What follows belongs to an exercise in optimizing a design on an open flow for small area, a short achievable clock period and few clock cycles; a production flow would make more cautious choices.
Where RTL was checked, it was by simulation tests only, not by an equivalence proof against the original.
Power and IR drop assume default switching activity.

==> inputs of garnet <==
==> flow/design.v <==
package lc3b_types;
typedef logic [15:0] lc3b_word;
typedef logic [2:0] lc3b_reg;
typedef enum logic [3:0] {
	op_br  = 4'b0000,
	op_add = 4'b0001,
	op_and = 4'b0101,
	op_ldr = 4'b0110,
	op_str = 4'b0111,
	op_not = 4'b1001,
	op_jmp = 4'b1100,
	op_shf = 4'b1101,
	op_lea = 4'b1110
} lc3b_opcode;
typedef enum logic [1:0] {
	fn_add = 2'b00,
	fn_and = 2'b01,
	fn_not = 2'b10
} alu_fn;
typedef union packed {
	struct packed {
		lc3b_opcode opcode;
		lc3b_reg dest;
		lc3b_reg sr1;
		logic imm;          
		logic [1:0] unused;
		lc3b_reg sr2;
	} reg_form;
	struct packed {
		lc3b_opcode opcode;
		lc3b_reg dest;
		lc3b_reg sr1;
		logic imm;
		logic [4:0] imm5;   
	} imm_form;
} lc3b_instr;
endpackage
module tomasulo_core #(parameter tag_width = 3)
(
	input logic clk,
	input logic reset,
	input logic [15:0] instr,
	input logic instr_is_new,
	input logic [15:0] curr_pc,
	output logic stall,
	output logic commit_valid,
	output logic [2:0] commit_reg,
	output logic [15:0] commit_value
);
assign stall = 1'b0;
logic [3:0] opcode;
logic [2:0] dr, sr1, sr2;
logic is_add, is_and, is_not, is_lea, writes;
assign opcode = instr[15:12];
assign dr = instr[11:9];
assign sr1 = instr[8:6];
assign sr2 = instr[2:0];
assign is_add = (opcode == 4'b0001);
assign is_and = (opcode == 4'b0101);
assign is_not = (opcode == 4'b1001);
assign is_lea = (opcode == 4'b1110);
assign writes = is_add | is_and | is_not | is_lea;
logic v2;
logic [2:0] d2;
logic f_and2, f_not2;
logic [15:0] a2, b2;
logic [15:0] res;
logic [8:0] lo;
logic [7:0] hi0, hi1;
logic [15:0] sum;
assign lo = {1'b0, a2[7:0]} + {1'b0, b2[7:0]};
assign hi0 = a2[15:8] + b2[15:8];
assign hi1 = a2[15:8] + b2[15:8] + 8'd1;
assign sum = {lo[8] ? hi1 : hi0, lo[7:0]};
always_comb
begin
	if (f_and2)
		res = a2 & b2;
	else if (f_not2)
		res = ~a2;
	else
		res = sum;
end
logic [15:0] regs [8];
logic use_pc, use_imm;
logic [15:0] imm, early_a, early_b;
logic fwd_a, fwd_b;
assign use_pc = is_lea;
assign use_imm = is_lea | instr[5];
assign imm = is_lea ? {{6{instr[8]}}, instr[8:0], 1'b0} : {{11{instr[4]}}, instr[4:0]};
assign early_a = use_pc ? curr_pc :
	(commit_valid && commit_reg == sr1) ? commit_value : regs[sr1];
assign early_b = use_imm ? imm :
	(commit_valid && commit_reg == sr2) ? commit_value : regs[sr2];
assign fwd_a = v2 && d2 == sr1 && !use_pc;
assign fwd_b = v2 && d2 == sr2 && !use_imm;
logic [15:0] wdata;
assign wdata = reset ? 16'h0000 : commit_value;
always_ff @(posedge clk)
begin
	for (int i = 0; i < 8; i++)
		if (reset || (commit_valid && commit_reg == 3'(i)))
			regs[i] <= wdata;
end
always_ff @(posedge clk)
begin
	if (reset)
		v2 <= 1'b0;
	else
		v2 <= instr_is_new && writes;
	if (reset)
		commit_valid <= 1'b0;
	else
		commit_valid <= v2;
end
always_ff @(posedge clk)
begin
	d2 <= dr;
	f_and2 <= is_and;
	f_not2 <= is_not;
	a2 <= fwd_a ? res : early_a;
	b2 <= fwd_b ? res : early_b;
	commit_reg <= d2;
	commit_value <= res;
end
endmodule
==> flow/flow/run.sh <==
#!/bin/bash
# The standard layout with two changes: ports are buffered with buf_2 cells,
# and clock tree synthesis adds no dummy loads and uses clkbuf_8 buffers.
set -euo pipefail
bash standard.sh \
	"BUFFER_PORTS_ARGS=-buffer_cell sky130_fd_sc_hd__buf_2" \
	"CTS_ARGS=-sink_clustering_enable -repair_clock_nets -dont_use_dummy_load -buf_list sky130_fd_sc_hd__clkbuf_8" \
	finish > standard.log 2>&1
==> flow/standard.sh <==
#!/bin/bash
# synth_recipe.tcl (not shown) runs the flow's synth.tcl, then flattens the netlist and writes it again
# the make line also repeats each setting of config.mk as NAME=value (left out here)
make -C /OpenROAD-flow-scripts/flow DESIGN_CONFIG=/design/flow/config.mk WORK_HOME=/design/flow/orfs CLKGATE_MAP_FILE= SYNTH_SCRIPT=/design/flow/synth_recipe.tcl "${@:-finish}"
==> flow/config.mk <==
export PLATFORM = sky130hd
export DESIGN_NAME = tomasulo_core
export DESIGN_NICKNAME = tomasulo_core
export VERILOG_FILES = /design/flow/design.v
export SDC_FILE = /design/flow/constraint.sdc
export NUM_CORES = 4
export LEC_CHECK = 0
export CAP_MARGIN = 20
export CORE_MARGIN = 2
export CORE_UTILIZATION = 55
export SETUP_SLACK_MARGIN = 2.7
export SLEW_MARGIN = 20
==> flow/constraint.sdc <==
create_clock -name core_clock -period 5.0 [get_ports {clk}]
set_input_delay 1.0000 -clock core_clock [delete_from_list [all_inputs] [get_ports {clk}]]
set_output_delay 1.0000 -clock core_clock [all_outputs]
set_load 0.01 [all_outputs]
==> inputs of yarrow, as changes to garnet <==
--- a/flow/design.v
+++ b/flow/design.v
@@ -66,11 +66,4 @@
 logic [15:0] a2, b2;
 logic [15:0] res;
-logic [8:0] lo;
-logic [7:0] hi0, hi1;
-logic [15:0] sum;
-assign lo = {1'b0, a2[7:0]} + {1'b0, b2[7:0]};
-assign hi0 = a2[15:8] + b2[15:8];
-assign hi1 = a2[15:8] + b2[15:8] + 8'd1;
-assign sum = {lo[8] ? hi1 : hi0, lo[7:0]};
 always_comb
 begin
@@ -80,5 +73,5 @@
 		res = ~a2;
 	else
-		res = sum;
+		res = a2 + b2;
 end
 logic [15:0] regs [8];
==> flow/flow/run.sh (replaced) <==
#!/bin/bash
# The standard layout with two changes: ports are buffered with buf_2 cells,
# and clock tree synthesis adds no dummy loads.
set -euo pipefail
bash standard.sh \
	"BUFFER_PORTS_ARGS=-buffer_cell sky130_fd_sc_hd__buf_2" \
	"CTS_ARGS=-sink_clustering_enable -repair_clock_nets -dont_use_dummy_load" \
	finish > standard.log 2>&1
--- a/flow/config.mk
+++ b/flow/config.mk
@@ -6,7 +6,8 @@
 export NUM_CORES = 4
 export LEC_CHECK = 0
+export ABC_AREA = 1
 export CAP_MARGIN = 20
 export CORE_MARGIN = 2
 export CORE_UTILIZATION = 55
-export SETUP_SLACK_MARGIN = 2.7
+export SETUP_SLACK_MARGIN = 2.6
 export SLEW_MARGIN = 20
==> inputs of maple, as changes to garnet <==
--- a/flow/design.v
+++ b/flow/design.v
@@ -66,11 +66,4 @@
 logic [15:0] a2, b2;
 logic [15:0] res;
-logic [8:0] lo;
-logic [7:0] hi0, hi1;
-logic [15:0] sum;
-assign lo = {1'b0, a2[7:0]} + {1'b0, b2[7:0]};
-assign hi0 = a2[15:8] + b2[15:8];
-assign hi1 = a2[15:8] + b2[15:8] + 8'd1;
-assign sum = {lo[8] ? hi1 : hi0, lo[7:0]};
 always_comb
 begin
@@ -80,25 +73,19 @@
 		res = ~a2;
 	else
-		res = sum;
+		res = a2 + b2;
 end
 logic [15:0] regs [8];
-logic use_pc, use_imm;
-logic [15:0] imm, early_a, early_b;
-logic fwd_a, fwd_b;
-assign use_pc = is_lea;
-assign use_imm = is_lea | instr[5];
-assign imm = is_lea ? {{6{instr[8]}}, instr[8:0], 1'b0} : {{11{instr[4]}}, instr[4:0]};
-assign early_a = use_pc ? curr_pc :
-	(commit_valid && commit_reg == sr1) ? commit_value : regs[sr1];
-assign early_b = use_imm ? imm :
-	(commit_valid && commit_reg == sr2) ? commit_value : regs[sr2];
-assign fwd_a = v2 && d2 == sr1 && !use_pc;
-assign fwd_b = v2 && d2 == sr2 && !use_imm;
+logic [15:0] rd1, rd2, op_a, op_b;
+assign rd1 = (v2 && d2 == sr1) ? res : regs[sr1];
+assign rd2 = (v2 && d2 == sr2) ? res : regs[sr2];
+assign op_a = is_lea ? curr_pc : rd1;
+assign op_b = is_lea ? {{6{instr[8]}}, instr[8:0], 1'b0} :
+	instr[5] ? {{11{instr[4]}}, instr[4:0]} : rd2;
 logic [15:0] wdata;
-assign wdata = reset ? 16'h0000 : commit_value;
+assign wdata = reset ? 16'h0000 : res;
 always_ff @(posedge clk)
 begin
 	for (int i = 0; i < 8; i++)
-		if (reset || (commit_valid && commit_reg == 3'(i)))
+		if (reset || (v2 && d2 == 3'(i)))
 			regs[i] <= wdata;
 end
@@ -119,6 +106,6 @@
 	f_and2 <= is_and;
 	f_not2 <= is_not;
-	a2 <= fwd_a ? res : early_a;
-	b2 <= fwd_b ? res : early_b;
+	a2 <= op_a;
+	b2 <= op_b;
 	commit_reg <= d2;
 	commit_value <= res;
==> flow/run.sh (new file) <==
#!/bin/bash
# synth_recipe.tcl (not shown) runs the flow's synth.tcl, then flattens the netlist and writes it again
# the make line also repeats each setting of config.mk as NAME=value (left out here)
make -C /OpenROAD-flow-scripts/flow DESIGN_CONFIG=/design/flow/config.mk WORK_HOME=/design/flow/orfs CLKGATE_MAP_FILE= SYNTH_SCRIPT=/design/flow/synth_recipe.tcl finish
--- a/flow/config.mk
+++ b/flow/config.mk
@@ -8,5 +8,4 @@
 export CAP_MARGIN = 20
 export CORE_MARGIN = 2
-export CORE_UTILIZATION = 55
-export SETUP_SLACK_MARGIN = 2.7
+export CORE_UTILIZATION = 40
 export SLEW_MARGIN = 20
removed: flow/flow/run.sh
removed: flow/standard.sh
==> out/qor.txt <==
Worst R2R Start = b2[0]
Seq group = 2.22 mW
Inverters = 30
WP buf/inv = 0
Cell depth of the worst flop-to-flop path = 8
Vias in the first global route = 6,673
Status = no timing/DRC/antenna violations
Final non-filler cell total = 1,195
Slowest stage cell, crit path = nor2_1
Clk root buf = clkbuf_16
Syn nets = 889
Clock skew = 0.00804 ns
Vias per cell = 5.78
CP delay by family, top = compound AO/OA/AOI/OAI gates
# the run above: maple

==> out/qor.txt <==
Status = no timing/DRC/antenna violations
Cell depth of the worst flop-to-flop path = 10
Vias in the first global route = 7,280
Clk root buf = clkbuf_8
Syn nets = 939
Worst R2R Start = a2[8]
Inverters = 33
Slowest stage cell, crit path = nor4bb_4
Seq group = 2.28 mW
Final non-filler cell total = 1,162
# the run above: garnet

==> out/qor.txt <==
Cell depth of the worst flop-to-flop path = 14
Syn nets = 1,302
Vias per cell = 5.63
WP buf/inv = 3
Status = no timing/DRC/antenna violations
Inverters = 192
Worst R2R Start = a2[0]
Vias in the first global route = 8,253
# the run above: yarrow

Testbench counts of yarrow, summed over its fixed seeds: cycles 4,814.
Testbench counts of maple, summed over its fixed seeds: cycles 4,814.
The RTL of garnet was laid out without a check of its function.

==> static timing again, ports no longer ideal <==
The flow's constraints put no driver on any port. The routed layouts listed below were extracted and timed again, unchanged, in two steps. Step 1 sets driving cells, clkbuf_16 on the clock port and buf_2 on the other inputs (assumed; they add their load-dependent delay and slew). Step 2 adds t to the input delays and takes it off the output delays; t is the mean of the earliest and latest rising clock arrival at the registers after step 1. Input paths then give back, and output paths get back, about the clock's delay inside the block. Three values: ideal ports, drivers, drivers and shift; two values: the first two.
| run | shift t [ns] | setup WS [ns] | worst setup path after step 2 | worst slew at a driven data input, ns | pins driven straight from the clock port |
|---|---|---|---|---|---|
| garnet | 0.495 | 2.470 / 2.470 / 2.144 | input to register | 0.06 | 1 |
| yarrow | 0.471 | 2.550 / 2.569 / 2.098 | input to register | 0.04 | 1 |
| maple | 0.473 | 1.950 / 1.950 / 1.630 | input to register | 0.04 | 1 |
After both steps setup and hold are still met in every run listed. For yarrow, which loses most, drivers alone change the setup slack by +0.019 ns; drivers and shift together by -0.452 ns.
